Source: an optimization exercise on an open RTL-to-GDS flow (aim: small area and a short achievable clock period). Production flows keep margins and buffers that such runs may drop.
Where RTL was checked, it was by simulation tests only, not by an equivalence proof against the original.
Function not checked in run 2: the RTL went through the layout flow alone.

## flow/design.v (module list and top-level ports; edited modules follow where they fit)
// module gardner_ted: 784 lines
// module loop_filter_pi: 26 lines
// module symbol_nco: 32 lines
// module timing_recovery_top: 39 lines
module timing_recovery_top (
  input  logic               clk,
  input  logic               reset_n,
  input  logic [31:0]        sample_i,     
  output logic [31:0]        sym_o,        
  output logic               sym_valid_o,
  output logic [18:0]        err_o,        
  output logic signed [11:0] ctrl_o
);
  // ...
==> flow/flow/run.sh <==
#!/bin/bash
# The standard layout (the standard.sh) with two changes: synthesis leaves
# adders to ABC instead of mapping them onto full/half-adder cells first
# (ADDER_MAP_FILE empty; registers are mapped exactly as in the standard
# synthesis), and the timing repair steps aim for 7 ns of setup slack.
set -euo pipefail
bash standard.sh ADDER_MAP_FILE= SETUP_SLACK_MARGIN=7 finish > standard_flow.log 2>&1
==> flow/standard.sh <==
#!/bin/bash
# synth_recipe.tcl (not shown) runs the flow's synth.tcl, then flattens the netlist and writes it again
# the make line also repeats each setting of config.mk as NAME=value (left out here)
make -C /OpenROAD-flow-scripts/flow DESIGN_CONFIG=/design/flow/config.mk WORK_HOME=/design/flow/orfs CLKGATE_MAP_FILE= SYNTH_SCRIPT=/design/flow/synth_recipe.tcl "${@:-finish}"
==> flow/config.mk <==
export PLATFORM = sky130hd
export DESIGN_NAME = timing_recovery_top
export DESIGN_NICKNAME = timing_recovery_top
export VERILOG_FILES = /design/flow/design.v
export SDC_FILE = /design/flow/constraint.sdc
export NUM_CORES = 4
export LEC_CHECK = 0
export CAP_MARGIN = 20
export CORE_MARGIN = 2
export CORE_UTILIZATION = 40
export SLEW_MARGIN = 20
==> flow/constraint.sdc <==
create_clock -name core_clock -period 12.0 [get_ports {clk}]
set_input_delay 2.4000 -clock core_clock [delete_from_list [all_inputs] [get_ports {clk}]]
set_output_delay 2.4000 -clock core_clock [all_outputs]
set_load 0.01 [all_outputs]
==> flow_summary.toml, run 1 <==
[placed_design]
routabilityCongestion = 0.922
dpl_cell_area_um2 = 27300

[yosys]
synth_most_common_cell = "xnor2_1"
synth_top_family_by_area = "XOR/XNOR gates"
ys.flop_type = "dfxtp_1"
async_reset_ff_share_pct = 0
ys_types = 89
synth_cells = 2743

[grt]
use_met2_pct = 36.8
busiest_layer = "met2"
grt_use_total_pct = 22.2

[routing]
wl_per_cell_um = 20.0
viasPerCell = 5.44
wl_mm = 75.8
wl_met3_mm = 4.48

[layout]
nMultiInputCombCells = 2086
inverters = 24
top_register = "u_ted.dline"
drive_gt1_share_pct = 21.9
buffer_area_share_pct = 8.42
largest_class = "multi-input combinational cells"

[timing]
setup_viol = 0
max_freq_mhz = 165
period_needed_ps = 6070
skew_ps = 38.7
hold_viol = 0
fin_tns_setup_ps = 0
hold_ws_ps = 320

[floorplan]
dieWidth_um = 256
initial_core_util_pct = 40.4

[cts]
clk_path_buf_depth = 3
htreeDepth = 2
cts-root-buf = "clkbuf_16"

[critical_path]
reg2reg_from = "u_ted.t_q[22]"
path_buf_inv = 3
start_kind = "register"

[outcome]
outcome = "no timing/DRC/antenna violations"

[hold_path]
min-delay-start = "u_ted.dline[2][18]"

[job]
drv_cap = 0
==> module symbol_nco, before the edit <==
module symbol_nco (
  input  logic               clk,
  input  logic               reset_n,
  input  logic signed [11:0] ctrl_i,        
  output logic               sym_strobe_o,  
  output logic               hp_load_o      
);
  localparam int MOD = 81920;   
  logic [16:0] phase;
  logic [12:0] incr;
  logic [16:0] sum;
  logic        wrap;
  logic        strobe_q;
  logic [17:0] ahead;
  logic [2:0]  la_q;    
  assign incr = 13'd4096 + {ctrl_i[11], ctrl_i};   
  assign sum  = phase + 17'(incr);                 
  assign wrap = (sum >= 17'(MOD));
  assign ahead = 18'(phase) + 18'({incr, 1'b0}) + 18'({incr, 3'b000});
  always_ff @(posedge clk) begin
    if (!reset_n) begin
      phase    <= '0;
      strobe_q <= 1'b0;
    end else begin
      phase    <= wrap ? 17'(sum - 17'(MOD)) : sum;
      strobe_q <= wrap;
    end
    la_q <= {la_q[1:0], (ahead < 18'(MOD))};
  end
  assign sym_strobe_o = strobe_q;
  assign hp_load_o    = la_q[2];
endmodule
==> module timing_recovery_top, before the edit <==
module timing_recovery_top (
  input  logic               clk,
  input  logic               reset_n,
  input  logic [31:0]        sample_i,     
  output logic [31:0]        sym_o,        
  output logic               sym_valid_o,
  output logic [18:0]        err_o,        
  output logic signed [11:0] ctrl_o
);
  logic               sym_strobe;   
  logic               hp_load;       
  logic [18:0]        err;          
  logic signed [11:0] ctrl;         
  gardner_ted u_ted (
    .clk          (clk),
    .reset_n      (reset_n),
    .sample_i     (sample_i),
    .sym_strobe_i (sym_strobe),
    .hp_load_i     (hp_load),
    .err_o        (err),
    .sym_o        (sym_o),
    .sym_valid_o  (sym_valid_o)
  );
  loop_filter_pi u_lf (
    .clk     (clk),
    .reset_n (reset_n),
    .err_i   (err),
    .ctrl_o  (ctrl)
  );
  symbol_nco u_nco (
    .clk          (clk),
    .reset_n      (reset_n),
    .ctrl_i       (ctrl),
    .sym_strobe_o (sym_strobe),
    .hp_load_o     (hp_load)
  );
  assign err_o  = err;
  assign ctrl_o = ctrl;
endmodule
==> run 2: changes to the inputs <==
--- a/flow/design.v
+++ b/flow/design.v
@@ -1,32 +1,34 @@
 `timescale 1ns/100ps
 `default_nettype none
 module gardner_ted (
   input  logic        clk,
   input  logic        reset_n,
   input  logic [31:0] sample_i,       
   input  logic        sym_strobe_i,   
-  input  logic        hp_load_i,      
+  input  logic        p_load_i,       
   output logic [18:0] err_o,          
   output logic [31:0] sym_o,          
   output logic        sym_valid_o
 );
-  logic [31:0] dline [1:10];
+  logic [31:0] dline [1:9];
+  logic [31:0] p_q;     
   logic [20:0] hp_q;    
   always_ff @(posedge clk) begin
     dline[1] <= sample_i;
-    for (int k = 2; k <= 10; k++) dline[k] <= dline[k-1];
+    for (int k = 2; k <= 9; k++) dline[k] <= dline[k-1];
+    if (p_load_i) p_q <= dline[9];
   end
   logic        stb;
   logic [31:0] dg, mm;
   logic [15:0] g_i, g_q, m_i, m_q;
   assign stb = sym_strobe_i;
-  assign dg  = stb ? dline[9] : dline[10];
-  assign mm  = sample_i;
+  assign dg  = stb ? dline[9] : p_q;
+  assign mm  = stb ? sample_i : dline[7];
   assign g_i = dg[31:16];
   assign g_q = dg[15:0];
   assign m_i = mm[31:16];
   assign m_q = mm[15:0];
   logic [7:0] one_i, two_i, neg_i, one_q, two_q, neg_q;
   always_comb begin
     for (int k = 0; k < 8; k++) begin
       logic b0, b1, b2;
@@ -698,17 +700,236 @@
   assign c650 = (t_q[57] & t_q[58]) | (t_q[57] & t_q[59]) | (t_q[58] & t_q[59]);
   assign x651 = t_q[60] ^ t_q[61] ^ t_q[62];
   assign x652 = t_q[63] ^ t_q[64] ^ t_q[65];
   assign x653 = t_q[66] ^ t_q[67] ^ t_q[68];
   assign x654 = x651 ^ x652 ^ x653;
   assign x655 = c650 ^ x654;
   logic [20:0] err_full;
   logic        vld_q;
-  assign err_full = {x655, c648, c646, c644, c642, c640, c638, c636, c634, c632, c630, c628, c626, c624, c622, c620, c618, c616, c614, c612, t_q[2]} + {1'b0, s649, s647, s645, s643, s641, s639, s637, s635, s633, s631, s629, s627, s625, s623, s621, s619, s617, s615, s613, s611};
+  logic [20:0] err_full_g0, err_full_p0, err_full_x;
+  assign err_full_g0 = ({x655, c648, c646, c644, c642, c640, c638, c636, c634, c632, c630, c628, c626, c624, c622, c620, c618, c616, c614, c612, t_q[2]}) & ({1'b0, s649, s647, s645, s643, s641, s639, s637, s635, s633, s631, s629, s627, s625, s623, s621, s619, s617, s615, s613, s611});
+  assign err_full_x  = ({x655, c648, c646, c644, c642, c640, c638, c636, c634, c632, c630, c628, c626, c624, c622, c620, c618, c616, c614, c612, t_q[2]}) ^ ({1'b0, s649, s647, s645, s643, s641, s639, s637, s635, s633, s631, s629, s627, s625, s623, s621, s619, s617, s615, s613, s611});
+  assign err_full_p0 = err_full_x;
+  logic [20:0] err_full_g1, err_full_p1;
+  assign err_full_g1[0] = err_full_g0[0];
+  assign err_full_p1[0] = err_full_p0[0];
+  assign err_full_g1[1] = err_full_g0[1] | (err_full_p0[1] & err_full_g0[0]);
+  assign err_full_p1[1] = err_full_p0[1] & err_full_p0[0];
+  assign err_full_g1[2] = err_full_g0[2] | (err_full_p0[2] & err_full_g0[1]);
+  assign err_full_p1[2] = err_full_p0[2] & err_full_p0[1];
+  assign err_full_g1[3] = err_full_g0[3] | (err_full_p0[3] & err_full_g0[2]);
+  assign err_full_p1[3] = err_full_p0[3] & err_full_p0[2];
+  assign err_full_g1[4] = err_full_g0[4] | (err_full_p0[4] & err_full_g0[3]);
+  assign err_full_p1[4] = err_full_p0[4] & err_full_p0[3];
+  assign err_full_g1[5] = err_full_g0[5] | (err_full_p0[5] & err_full_g0[4]);
+  assign err_full_p1[5] = err_full_p0[5] & err_full_p0[4];
+  assign err_full_g1[6] = err_full_g0[6] | (err_full_p0[6] & err_full_g0[5]);
+  assign err_full_p1[6] = err_full_p0[6] & err_full_p0[5];
+  assign err_full_g1[7] = err_full_g0[7] | (err_full_p0[7] & err_full_g0[6]);
+  assign err_full_p1[7] = err_full_p0[7] & err_full_p0[6];
+  assign err_full_g1[8] = err_full_g0[8] | (err_full_p0[8] & err_full_g0[7]);
+  assign err_full_p1[8] = err_full_p0[8] & err_full_p0[7];
+  assign err_full_g1[9] = err_full_g0[9] | (err_full_p0[9] & err_full_g0[8]);
+  assign err_full_p1[9] = err_full_p0[9] & err_full_p0[8];
+  assign err_full_g1[10] = err_full_g0[10] | (err_full_p0[10] & err_full_g0[9]);
+  assign err_full_p1[10] = err_full_p0[10] & err_full_p0[9];
+  assign err_full_g1[11] = err_full_g0[11] | (err_full_p0[11] & err_full_g0[10]);
+  assign err_full_p1[11] = err_full_p0[11] & err_full_p0[10];
+  assign err_full_g1[12] = err_full_g0[12] | (err_full_p0[12] & err_full_g0[11]);
+  assign err_full_p1[12] = err_full_p0[12] & err_full_p0[11];
+  assign err_full_g1[13] = err_full_g0[13] | (err_full_p0[13] & err_full_g0[12]);
+  assign err_full_p1[13] = err_full_p0[13] & err_full_p0[12];
+  assign err_full_g1[14] = err_full_g0[14] | (err_full_p0[14] & err_full_g0[13]);
+  assign err_full_p1[14] = err_full_p0[14] & err_full_p0[13];
+  assign err_full_g1[15] = err_full_g0[15] | (err_full_p0[15] & err_full_g0[14]);
+  assign err_full_p1[15] = err_full_p0[15] & err_full_p0[14];
+  assign err_full_g1[16] = err_full_g0[16] | (err_full_p0[16] & err_full_g0[15]);
+  assign err_full_p1[16] = err_full_p0[16] & err_full_p0[15];
+  assign err_full_g1[17] = err_full_g0[17] | (err_full_p0[17] & err_full_g0[16]);
+  assign err_full_p1[17] = err_full_p0[17] & err_full_p0[16];
+  assign err_full_g1[18] = err_full_g0[18] | (err_full_p0[18] & err_full_g0[17]);
+  assign err_full_p1[18] = err_full_p0[18] & err_full_p0[17];
+  assign err_full_g1[19] = err_full_g0[19] | (err_full_p0[19] & err_full_g0[18]);
+  assign err_full_p1[19] = err_full_p0[19] & err_full_p0[18];
+  assign err_full_g1[20] = err_full_g0[20] | (err_full_p0[20] & err_full_g0[19]);
+  assign err_full_p1[20] = err_full_p0[20] & err_full_p0[19];
+  logic [20:0] err_full_g2, err_full_p2;
+  assign err_full_g2[0] = err_full_g1[0];
+  assign err_full_p2[0] = err_full_p1[0];
+  assign err_full_g2[1] = err_full_g1[1];
+  assign err_full_p2[1] = err_full_p1[1];
+  assign err_full_g2[2] = err_full_g1[2] | (err_full_p1[2] & err_full_g1[0]);
+  assign err_full_p2[2] = err_full_p1[2] & err_full_p1[0];
+  assign err_full_g2[3] = err_full_g1[3] | (err_full_p1[3] & err_full_g1[1]);
+  assign err_full_p2[3] = err_full_p1[3] & err_full_p1[1];
+  assign err_full_g2[4] = err_full_g1[4] | (err_full_p1[4] & err_full_g1[2]);
+  assign err_full_p2[4] = err_full_p1[4] & err_full_p1[2];
+  assign err_full_g2[5] = err_full_g1[5] | (err_full_p1[5] & err_full_g1[3]);
+  assign err_full_p2[5] = err_full_p1[5] & err_full_p1[3];
+  assign err_full_g2[6] = err_full_g1[6] | (err_full_p1[6] & err_full_g1[4]);
+  assign err_full_p2[6] = err_full_p1[6] & err_full_p1[4];
+  assign err_full_g2[7] = err_full_g1[7] | (err_full_p1[7] & err_full_g1[5]);
+  assign err_full_p2[7] = err_full_p1[7] & err_full_p1[5];
+  assign err_full_g2[8] = err_full_g1[8] | (err_full_p1[8] & err_full_g1[6]);
+  assign err_full_p2[8] = err_full_p1[8] & err_full_p1[6];
+  assign err_full_g2[9] = err_full_g1[9] | (err_full_p1[9] & err_full_g1[7]);
+  assign err_full_p2[9] = err_full_p1[9] & err_full_p1[7];
+  assign err_full_g2[10] = err_full_g1[10] | (err_full_p1[10] & err_full_g1[8]);
+  assign err_full_p2[10] = err_full_p1[10] & err_full_p1[8];
+  assign err_full_g2[11] = err_full_g1[11] | (err_full_p1[11] & err_full_g1[9]);
+  assign err_full_p2[11] = err_full_p1[11] & err_full_p1[9];
+  assign err_full_g2[12] = err_full_g1[12] | (err_full_p1[12] & err_full_g1[10]);
+  assign err_full_p2[12] = err_full_p1[12] & err_full_p1[10];
+  assign err_full_g2[13] = err_full_g1[13] | (err_full_p1[13] & err_full_g1[11]);
+  assign err_full_p2[13] = err_full_p1[13] & err_full_p1[11];
+  assign err_full_g2[14] = err_full_g1[14] | (err_full_p1[14] & err_full_g1[12]);
+  assign err_full_p2[14] = err_full_p1[14] & err_full_p1[12];
+  assign err_full_g2[15] = err_full_g1[15] | (err_full_p1[15] & err_full_g1[13]);
+  assign err_full_p2[15] = err_full_p1[15] & err_full_p1[13];
+  assign err_full_g2[16] = err_full_g1[16] | (err_full_p1[16] & err_full_g1[14]);
+  assign err_full_p2[16] = err_full_p1[16] & err_full_p1[14];
+  assign err_full_g2[17] = err_full_g1[17] | (err_full_p1[17] & err_full_g1[15]);
+  assign err_full_p2[17] = err_full_p1[17] & err_full_p1[15];
+  assign err_full_g2[18] = err_full_g1[18] | (err_full_p1[18] & err_full_g1[16]);
+  assign err_full_p2[18] = err_full_p1[18] & err_full_p1[16];
+  assign err_full_g2[19] = err_full_g1[19] | (err_full_p1[19] & err_full_g1[17]);
+  assign err_full_p2[19] = err_full_p1[19] & err_full_p1[17];
+  assign err_full_g2[20] = err_full_g1[20] | (err_full_p1[20] & err_full_g1[18]);
+  assign err_full_p2[20] = err_full_p1[20] & err_full_p1[18];
+  logic [20:0] err_full_g3, err_full_p3;
+  assign err_full_g3[0] = err_full_g2[0];
+  assign err_full_p3[0] = err_full_p2[0];
+  assign err_full_g3[1] = err_full_g2[1];
+  assign err_full_p3[1] = err_full_p2[1];
+  assign err_full_g3[2] = err_full_g2[2];
+  assign err_full_p3[2] = err_full_p2[2];
+  assign err_full_g3[3] = err_full_g2[3];
+  assign err_full_p3[3] = err_full_p2[3];
+  assign err_full_g3[4] = err_full_g2[4] | (err_full_p2[4] & err_full_g2[0]);
+  assign err_full_p3[4] = err_full_p2[4] & err_full_p2[0];
+  assign err_full_g3[5] = err_full_g2[5] | (err_full_p2[5] & err_full_g2[1]);
+  assign err_full_p3[5] = err_full_p2[5] & err_full_p2[1];
+  assign err_full_g3[6] = err_full_g2[6] | (err_full_p2[6] & err_full_g2[2]);
+  assign err_full_p3[6] = err_full_p2[6] & err_full_p2[2];
+  assign err_full_g3[7] = err_full_g2[7] | (err_full_p2[7] & err_full_g2[3]);
+  assign err_full_p3[7] = err_full_p2[7] & err_full_p2[3];
+  assign err_full_g3[8] = err_full_g2[8] | (err_full_p2[8] & err_full_g2[4]);
+  assign err_full_p3[8] = err_full_p2[8] & err_full_p2[4];
+  assign err_full_g3[9] = err_full_g2[9] | (err_full_p2[9] & err_full_g2[5]);
+  assign err_full_p3[9] = err_full_p2[9] & err_full_p2[5];
+  assign err_full_g3[10] = err_full_g2[10] | (err_full_p2[10] & err_full_g2[6]);
+  assign err_full_p3[10] = err_full_p2[10] & err_full_p2[6];
+  assign err_full_g3[11] = err_full_g2[11] | (err_full_p2[11] & err_full_g2[7]);
+  assign err_full_p3[11] = err_full_p2[11] & err_full_p2[7];
+  assign err_full_g3[12] = err_full_g2[12] | (err_full_p2[12] & err_full_g2[8]);
+  assign err_full_p3[12] = err_full_p2[12] & err_full_p2[8];
+  assign err_full_g3[13] = err_full_g2[13] | (err_full_p2[13] & err_full_g2[9]);
+  assign err_full_p3[13] = err_full_p2[13] & err_full_p2[9];
+  assign err_full_g3[14] = err_full_g2[14] | (err_full_p2[14] & err_full_g2[10]);
+  assign err_full_p3[14] = err_full_p2[14] & err_full_p2[10];
+  assign err_full_g3[15] = err_full_g2[15] | (err_full_p2[15] & err_full_g2[11]);
+  assign err_full_p3[15] = err_full_p2[15] & err_full_p2[11];
+  assign err_full_g3[16] = err_full_g2[16] | (err_full_p2[16] & err_full_g2[12]);
+  assign err_full_p3[16] = err_full_p2[16] & err_full_p2[12];
+  assign err_full_g3[17] = err_full_g2[17] | (err_full_p2[17] & err_full_g2[13]);
+  assign err_full_p3[17] = err_full_p2[17] & err_full_p2[13];
+  assign err_full_g3[18] = err_full_g2[18] | (err_full_p2[18] & err_full_g2[14]);
+  assign err_full_p3[18] = err_full_p2[18] & err_full_p2[14];
+  assign err_full_g3[19] = err_full_g2[19] | (err_full_p2[19] & err_full_g2[15]);
+  assign err_full_p3[19] = err_full_p2[19] & err_full_p2[15];
+  assign err_full_g3[20] = err_full_g2[20] | (err_full_p2[20] & err_full_g2[16]);
+  assign err_full_p3[20] = err_full_p2[20] & err_full_p2[16];
+  logic [20:0] err_full_g4, err_full_p4;
+  assign err_full_g4[0] = err_full_g3[0];
+  assign err_full_p4[0] = err_full_p3[0];
+  assign err_full_g4[1] = err_full_g3[1];
+  assign err_full_p4[1] = err_full_p3[1];
+  assign err_full_g4[2] = err_full_g3[2];
+  assign err_full_p4[2] = err_full_p3[2];
+  assign err_full_g4[3] = err_full_g3[3];
+  assign err_full_p4[3] = err_full_p3[3];
+  assign err_full_g4[4] = err_full_g3[4];
+  assign err_full_p4[4] = err_full_p3[4];
+  assign err_full_g4[5] = err_full_g3[5];
+  assign err_full_p4[5] = err_full_p3[5];
+  assign err_full_g4[6] = err_full_g3[6];
+  assign err_full_p4[6] = err_full_p3[6];
+  assign err_full_g4[7] = err_full_g3[7];
+  assign err_full_p4[7] = err_full_p3[7];
+  assign err_full_g4[8] = err_full_g3[8] | (err_full_p3[8] & err_full_g3[0]);
+  assign err_full_p4[8] = err_full_p3[8] & err_full_p3[0];
+  assign err_full_g4[9] = err_full_g3[9] | (err_full_p3[9] & err_full_g3[1]);
+  assign err_full_p4[9] = err_full_p3[9] & err_full_p3[1];
+  assign err_full_g4[10] = err_full_g3[10] | (err_full_p3[10] & err_full_g3[2]);
+  assign err_full_p4[10] = err_full_p3[10] & err_full_p3[2];
+  assign err_full_g4[11] = err_full_g3[11] | (err_full_p3[11] & err_full_g3[3]);
+  assign err_full_p4[11] = err_full_p3[11] & err_full_p3[3];
+  assign err_full_g4[12] = err_full_g3[12] | (err_full_p3[12] & err_full_g3[4]);
+  assign err_full_p4[12] = err_full_p3[12] & err_full_p3[4];
+  assign err_full_g4[13] = err_full_g3[13] | (err_full_p3[13] & err_full_g3[5]);
+  assign err_full_p4[13] = err_full_p3[13] & err_full_p3[5];
+  assign err_full_g4[14] = err_full_g3[14] | (err_full_p3[14] & err_full_g3[6]);
+  assign err_full_p4[14] = err_full_p3[14] & err_full_p3[6];
+  assign err_full_g4[15] = err_full_g3[15] | (err_full_p3[15] & err_full_g3[7]);
+  assign err_full_p4[15] = err_full_p3[15] & err_full_p3[7];
+  assign err_full_g4[16] = err_full_g3[16] | (err_full_p3[16] & err_full_g3[8]);
+  assign err_full_p4[16] = err_full_p3[16] & err_full_p3[8];
+  assign err_full_g4[17] = err_full_g3[17] | (err_full_p3[17] & err_full_g3[9]);
+  assign err_full_p4[17] = err_full_p3[17] & err_full_p3[9];
+  assign err_full_g4[18] = err_full_g3[18] | (err_full_p3[18] & err_full_g3[10]);
+  assign err_full_p4[18] = err_full_p3[18] & err_full_p3[10];
+  assign err_full_g4[19] = err_full_g3[19] | (err_full_p3[19] & err_full_g3[11]);
+  assign err_full_p4[19] = err_full_p3[19] & err_full_p3[11];
+  assign err_full_g4[20] = err_full_g3[20] | (err_full_p3[20] & err_full_g3[12]);
+  assign err_full_p4[20] = err_full_p3[20] & err_full_p3[12];
+  logic [20:0] err_full_g5, err_full_p5;
+  assign err_full_g5[0] = err_full_g4[0];
+  assign err_full_p5[0] = err_full_p4[0];
+  assign err_full_g5[1] = err_full_g4[1];
+  assign err_full_p5[1] = err_full_p4[1];
+  assign err_full_g5[2] = err_full_g4[2];
+  assign err_full_p5[2] = err_full_p4[2];
+  assign err_full_g5[3] = err_full_g4[3];
+  assign err_full_p5[3] = err_full_p4[3];
+  assign err_full_g5[4] = err_full_g4[4];
+  assign err_full_p5[4] = err_full_p4[4];
+  assign err_full_g5[5] = err_full_g4[5];
+  assign err_full_p5[5] = err_full_p4[5];
+  assign err_full_g5[6] = err_full_g4[6];
+  assign err_full_p5[6] = err_full_p4[6];
+  assign err_full_g5[7] = err_full_g4[7];
+  assign err_full_p5[7] = err_full_p4[7];
+  assign err_full_g5[8] = err_full_g4[8];
+  assign err_full_p5[8] = err_full_p4[8];
+  assign err_full_g5[9] = err_full_g4[9];
+  assign err_full_p5[9] = err_full_p4[9];
+  assign err_full_g5[10] = err_full_g4[10];
+  assign err_full_p5[10] = err_full_p4[10];
+  assign err_full_g5[11] = err_full_g4[11];
+  assign err_full_p5[11] = err_full_p4[11];
+  assign err_full_g5[12] = err_full_g4[12];
+  assign err_full_p5[12] = err_full_p4[12];
+  assign err_full_g5[13] = err_full_g4[13];
+  assign err_full_p5[13] = err_full_p4[13];
+  assign err_full_g5[14] = err_full_g4[14];
+  assign err_full_p5[14] = err_full_p4[14];
+  assign err_full_g5[15] = err_full_g4[15];
+  assign err_full_p5[15] = err_full_p4[15];
+  assign err_full_g5[16] = err_full_g4[16] | (err_full_p4[16] & err_full_g4[0]);
+  assign err_full_p5[16] = err_full_p4[16] & err_full_p4[0];
+  assign err_full_g5[17] = err_full_g4[17] | (err_full_p4[17] & err_full_g4[1]);
+  assign err_full_p5[17] = err_full_p4[17] & err_full_p4[1];
+  assign err_full_g5[18] = err_full_g4[18] | (err_full_p4[18] & err_full_g4[2]);
+  assign err_full_p5[18] = err_full_p4[18] & err_full_p4[2];
+  assign err_full_g5[19] = err_full_g4[19] | (err_full_p4[19] & err_full_g4[3]);
+  assign err_full_p5[19] = err_full_p4[19] & err_full_p4[3];
+  assign err_full_g5[20] = err_full_g4[20] | (err_full_p4[20] & err_full_g4[4]);
+  assign err_full_p5[20] = err_full_p4[20] & err_full_p4[4];
+  assign err_full = err_full_x ^ {err_full_g5[19:0], 1'b0};
   always_ff @(posedge clk) begin
     t_q[0] <= pp_q0_107;
     t_q[1] <= s234;
     t_q[2] <= s236;
     t_q[3] <= c235;
     t_q[4] <= c237;
     t_q[5] <= s238;
     t_q[6] <= c239;
@@ -769,17 +990,17 @@
     t_q[61] <= x603;
     t_q[62] <= x604;
     t_q[63] <= x605;
     t_q[64] <= x606;
     t_q[65] <= x607;
     t_q[66] <= x608;
     t_q[67] <= x609;
     t_q[68] <= x610;
-    if (hp_load_i) hp_q <= err_full;
+    hp_q <= err_full;
   end
   always_ff @(posedge clk) begin
     if (!reset_n) vld_q <= 1'b0;
     else          vld_q <= stb;
   end
   assign err_o       = {err_full[20:3], vld_q};
   assign sym_o       = dline[1];
   assign sym_valid_o = vld_q;
@@ -816,78 +1037,76 @@
 `default_nettype wire
 `timescale 1ns/100ps
 `default_nettype none
 module symbol_nco (
   input  logic               clk,
   input  logic               reset_n,
   input  logic signed [11:0] ctrl_i,        
   output logic               sym_strobe_o,  
-  output logic               hp_load_o      
+  output logic               p_load_o       
 );
   localparam int MOD = 81920;   
   logic [16:0] phase;
   logic [12:0] incr;
   logic [16:0] sum;
   logic        wrap;
   logic        strobe_q;
   logic [17:0] ahead;
-  logic [2:0]  la_q;    
   assign incr = 13'd4096 + {ctrl_i[11], ctrl_i};   
   assign sum  = phase + 17'(incr);                 
   assign wrap = (sum >= 17'(MOD));
-  assign ahead = 18'(phase) + 18'({incr, 1'b0}) + 18'({incr, 3'b000});
+  assign ahead    = 18'(phase) + 18'(incr) + 18'({incr, 3'b000});
+  assign p_load_o = (ahead < 18'(MOD));
   always_ff @(posedge clk) begin
     if (!reset_n) begin
       phase    <= '0;
       strobe_q <= 1'b0;
     end else begin
       phase    <= wrap ? 17'(sum - 17'(MOD)) : sum;
       strobe_q <= wrap;
     end
-    la_q <= {la_q[1:0], (ahead < 18'(MOD))};
   end
   assign sym_strobe_o = strobe_q;
-  assign hp_load_o    = la_q[2];
 endmodule
 `default_nettype wire
 `timescale 1ns/100ps
 `default_nettype none
 module timing_recovery_top (
   input  logic               clk,
   input  logic               reset_n,
   input  logic [31:0]        sample_i,     
   output logic [31:0]        sym_o,        
   output logic               sym_valid_o,
   output logic [18:0]        err_o,        
   output logic signed [11:0] ctrl_o
 );
   logic               sym_strobe;   
-  logic               hp_load;       
+  logic               p_load;       
   logic [18:0]        err;          
   logic signed [11:0] ctrl;         
   gardner_ted u_ted (
     .clk          (clk),
     .reset_n      (reset_n),
     .sample_i     (sample_i),
     .sym_strobe_i (sym_strobe),
-    .hp_load_i     (hp_load),
+    .p_load_i     (p_load),
     .err_o        (err),
     .sym_o        (sym_o),
     .sym_valid_o  (sym_valid_o)
   );
   loop_filter_pi u_lf (
     .clk     (clk),
     .reset_n (reset_n),
     .err_i   (err),
     .ctrl_o  (ctrl)
   );
   symbol_nco u_nco (
     .clk          (clk),
     .reset_n      (reset_n),
     .ctrl_i       (ctrl),
     .sym_strobe_o (sym_strobe),
-    .hp_load_o     (hp_load)
+    .p_load_o     (p_load)
   );
   assign err_o  = err;
   assign ctrl_o = ctrl;
 endmodule
 `default_nettype wire
==> flow/run.sh (new file) <==
#!/bin/bash
# synth_recipe.tcl (not shown) runs the flow's synth.tcl, then flattens the netlist and writes it again
# the make line also repeats each setting of config.mk as NAME=value (left out here)
make -C /OpenROAD-flow-scripts/flow DESIGN_CONFIG=/design/flow/config.mk WORK_HOME=/design/flow/orfs CLKGATE_MAP_FILE= SYNTH_SCRIPT=/design/flow/synth_recipe.tcl finish
==> flow/config.mk (replaced) <==
export PLATFORM = sky130hd
export DESIGN_NAME = timing_recovery_top
export DESIGN_NICKNAME = timing_recovery_top
export VERILOG_FILES = /design/flow/design.v
export SDC_FILE = /design/flow/constraint.sdc
export NUM_CORES = 4
export LEC_CHECK = 0
export CAP_MARGIN = 20
export CORE_MARGIN = 2
export CORE_UTILIZATION = 40
export SETUP_SLACK_MARGIN = 5
export SLEW_MARGIN = 20
removed: flow/flow/run.sh
removed: flow/standard.sh
==> run 2 against run 1 <==
Compared with the run above: synthesized area is 6.5% lower; register-to-register slack worse by 1300 ps; clock skew is 18 ps lower; still clean on timing, DRC and antenna; sequential cell count is 3 lower; global-route usage is 1.1 points lower; count of clock-buffer cells in the layout is 2 lower; highest routed layer unchanged; first-iteration DRC count is 34% lower; worst setup slack worse by 1300 ps; critical endpoint is now u_lf.ctrl_q[7]; via count is 20% lower; fmax is 17% lower.
==> flow_summary.toml, run 2 <==
[outcome]
outcome = "no timing/DRC/antenna violations"

[cts]
htreeDepth = 2
clk_path_buf_depth = 3
path_clk_slew_ps = 60
cts-root-buf = "clkbuf_16"
cts_buffers = 46
cts_tree = "built"
ctsHoldBuffers = 0
cts.sinks = 453
clkLatencyLatePin_ps = 600

[yosys]
syn_avg_cell_area_um2 = 10.4
yosys.area_share.adder_pct = 22.8
yosysSeqAreaShare_pct = 39.4
synth_cells = 2283
synth_most_common_cell = "dfxtp_1"
synth_top_family_by_area = "adder cells"
ys_types = 74
async_reset_ff_share_pct = 0
synthTopCellsByArea = "dfxtp_1, fa_1, xnor2_1, ha_1, o21ai_0"
synth_xor_area_share_pct = 9.46
synth-edff-count = 32
synth_compound_area_share_pct = 10.4
synth.net_count = 2631
ys_warn_count = 4
ys_top_cells_by_count = "dfxtp_1, nand2_1, inv_1"
synth_top_cell_by_area = "dfxtp_1"
synth-simple-area-share_pct = 8.28
synth_mux_area_share_pct = 4.57
yosysTopAreaCellShare_pct = 35.4
synth_seq_cells = 453
synth_area_um2 = 23800
ys.flop_type = "dfxtp_1"

[layout]
areaGrowthSynthToFinish_pct = 17.0
drive_gt1_share_pct = 11.3
layout_common_cells = "dfxtp_1, nand2_1, inv_1, fa_1, o21ai_0"
final_cell_area_um2 = 27900
largest_register_ffs = 288
diodes = 0
fin_nets = 2747
layout_commonest_cell = "dfxtp_1"
reg_top3 = "u_ted.dline (288), u_ted.t_q (69), u_ted.p_q (32)"
top_register = "u_ted.dline"

[critical_path]
endpoint_kind = "register"
crit_type = "reg -> reg"
crit_path_frequent_cell = "a21oi_4"
cp.required_ps = 12520
cp_slowest_cell = "fa_1"
cp_max_fo = 6
crit_family = "compound AO/OA/AOI/OAI gates"
ff2ff_setup_slack_ps = 4670
critical-path-max-stage-delay_ps = 510
arrival_ps = 7850
path_buf_inv = 3
start_kind = "register"

[floorplan]
die_h_um = 248
dieWidth_um = 248
io_pins = 98
die_area_um2 = 61500
initial_core_util_pct = 40.4
rows = 89
core_um2 = 58900

[routing]
ant_nets = 0
route.detailed.drc = 0
wl_mm = 64.3
viasPerCell = 5.14
wl_per_cell_um = 20.1
first_iter_violations = 1022
vias = 16500
dr.pass1.iters = 7

[placed_design]
port_buffers = 97
dpl_cell_area_um2 = 25600
dp_hpwl_mm = 48.4
routabilityCongestion = 0.973

[grt]
grt_pass1_wl_mm = 97.9
grt_pass1_vias = 16700
grt_util_met3_pct = 2.82
grt_use_total_pct = 21.0
grt_max_degree = 50
busiest_layer = "met2"
gr-total-overflow = 0
antenna_found_initial = 2
use_met2_pct = 33.5
use_met1_pct = 27.6

[timing]
period_needed_ps = 7330
period_share_pct = 61.1
relSlewSlack_pct = 28.7
hold_viol = 0
tightest_slew_ps = 1040
drv_slew = 0
skew_ps = 20.3
rsz0062_at_grt = "true"
max_freq_mhz = 136
fin_tns_setup_ps = 0
setup_viol = 0

[job]
drv_cap = 0

[hold_path]
hp-class = "reg -> reg"
==> run 2: changes by cell type after synthesis, moves of 32 or more <==
cell,delta
inv_1,+183
a221oi_1,-118
maj3_1,-173
xor2_1,-98
ha_1,+116
fa_1,+198
xnor2_1,-312
nor2_1,-152
o21ai_0,+127
clkbuf_1,-82
nand2_1,+32
a21oi_1,-45
==> run 2: area by class of cell <==
| cell class | count | area (µm²) |
|---|---|---|
| repair buffers | 154 | 1410 |
| multi-input cells | 1533 | 13800 |
| flip-flops and latches | 453 | 9390 |
| clock buffers | 60 | 1250 |
| well taps | 773 | 967 |
| fillers | 5379 | 31000 |
| inverters | 211 | 792 |
| clock inverters | 20 | 292 |
==> run 2: final timing paths <==
check | cells past startpoint | to | from
max | 34 | u_lf.ctrl_q[7] | u_ted.t_q[5]
min | 0 | u_ted.dline[5][19] | u_ted.dline[4][19]
max reg2reg | 34 | u_lf.ctrl_q[7] | u_ted.t_q[5]
min reg2reg | 0 | u_ted.dline[5][19] | u_ted.dline[4][19]
==> run 2: cells by family (layout without fill, tap and decap cells) <==
family                     Yosys count  in the layout
AOI/OAI and AO/OA                  407            407
xor gates and xnor gates           255            255
adders and majority gates          316            316
buffers and inverters              299            445
DFF                                453            453
muxes                              103            103
and+or+nand+nor                    450            452
==> run 2: repair_timing <==
item | 4_1_cts | 5_1_grt
pin swaps | 35 | 32
resized for setup | 41 | 42
endpoints found under the hold margin | 0 | 0
cloned | 2 | 1
endpoints found under the setup margin | 17 | 14
setup buffers | 19 | 15
==> run 2: layer usage <==
metal | part of all wire, % | up-vias
met4 | 5.8 | 2
met5 | 0.020 | -
met3 | 5.4 | 150
li1 | - | 7711
met1 | 43 | 8022
met2 | 45 | 571
==> run 2: metrics by stage <==
step / utilization (%) / hold slack [ps] / std cells / setup WS (ps)
4_1_cts: 46.7 / 320 / 3188 / 4770
3_3_place_gp: 43.5 / 310 / 3087 / 4250
5_1_grt: 47.3 / 319 / 3204 / 4330
3_5_place_dp: 43.5 / 312 / 3087 / 4080
6_report: 47.3 / 317 / 3204 / 4670
2_1_floorplan: - / 310 / 2283 / 5010

-- afterwards: timing with drivers on the ports --
Ports are ideal in the flow. The routed layouts listed here were re-timed in OpenROAD. Step 1: set_driving_cell puts a clkbuf_16 on clk and a buf_2 on each other input, an assumption about the parent block. Step 2, shift: input delay + t, output delay - t, t = (earliest + latest rising clock arrival at the registers) / 2. This alone moves slack from input paths to output paths. Slacks: ideal / step 1 / step 2; pairs: ideal / step 1.
run	shift t [ns]	setup slack, ns	worst data-port slew with drivers (ns)	cell pins on the clock port's net
run 1	0.653	5.931 / 5.931 / 5.931	0.05	1
run 2	0.643	4.670 / 4.670 / 4.670	0.04	1
After both steps every run listed still meets setup and hold.
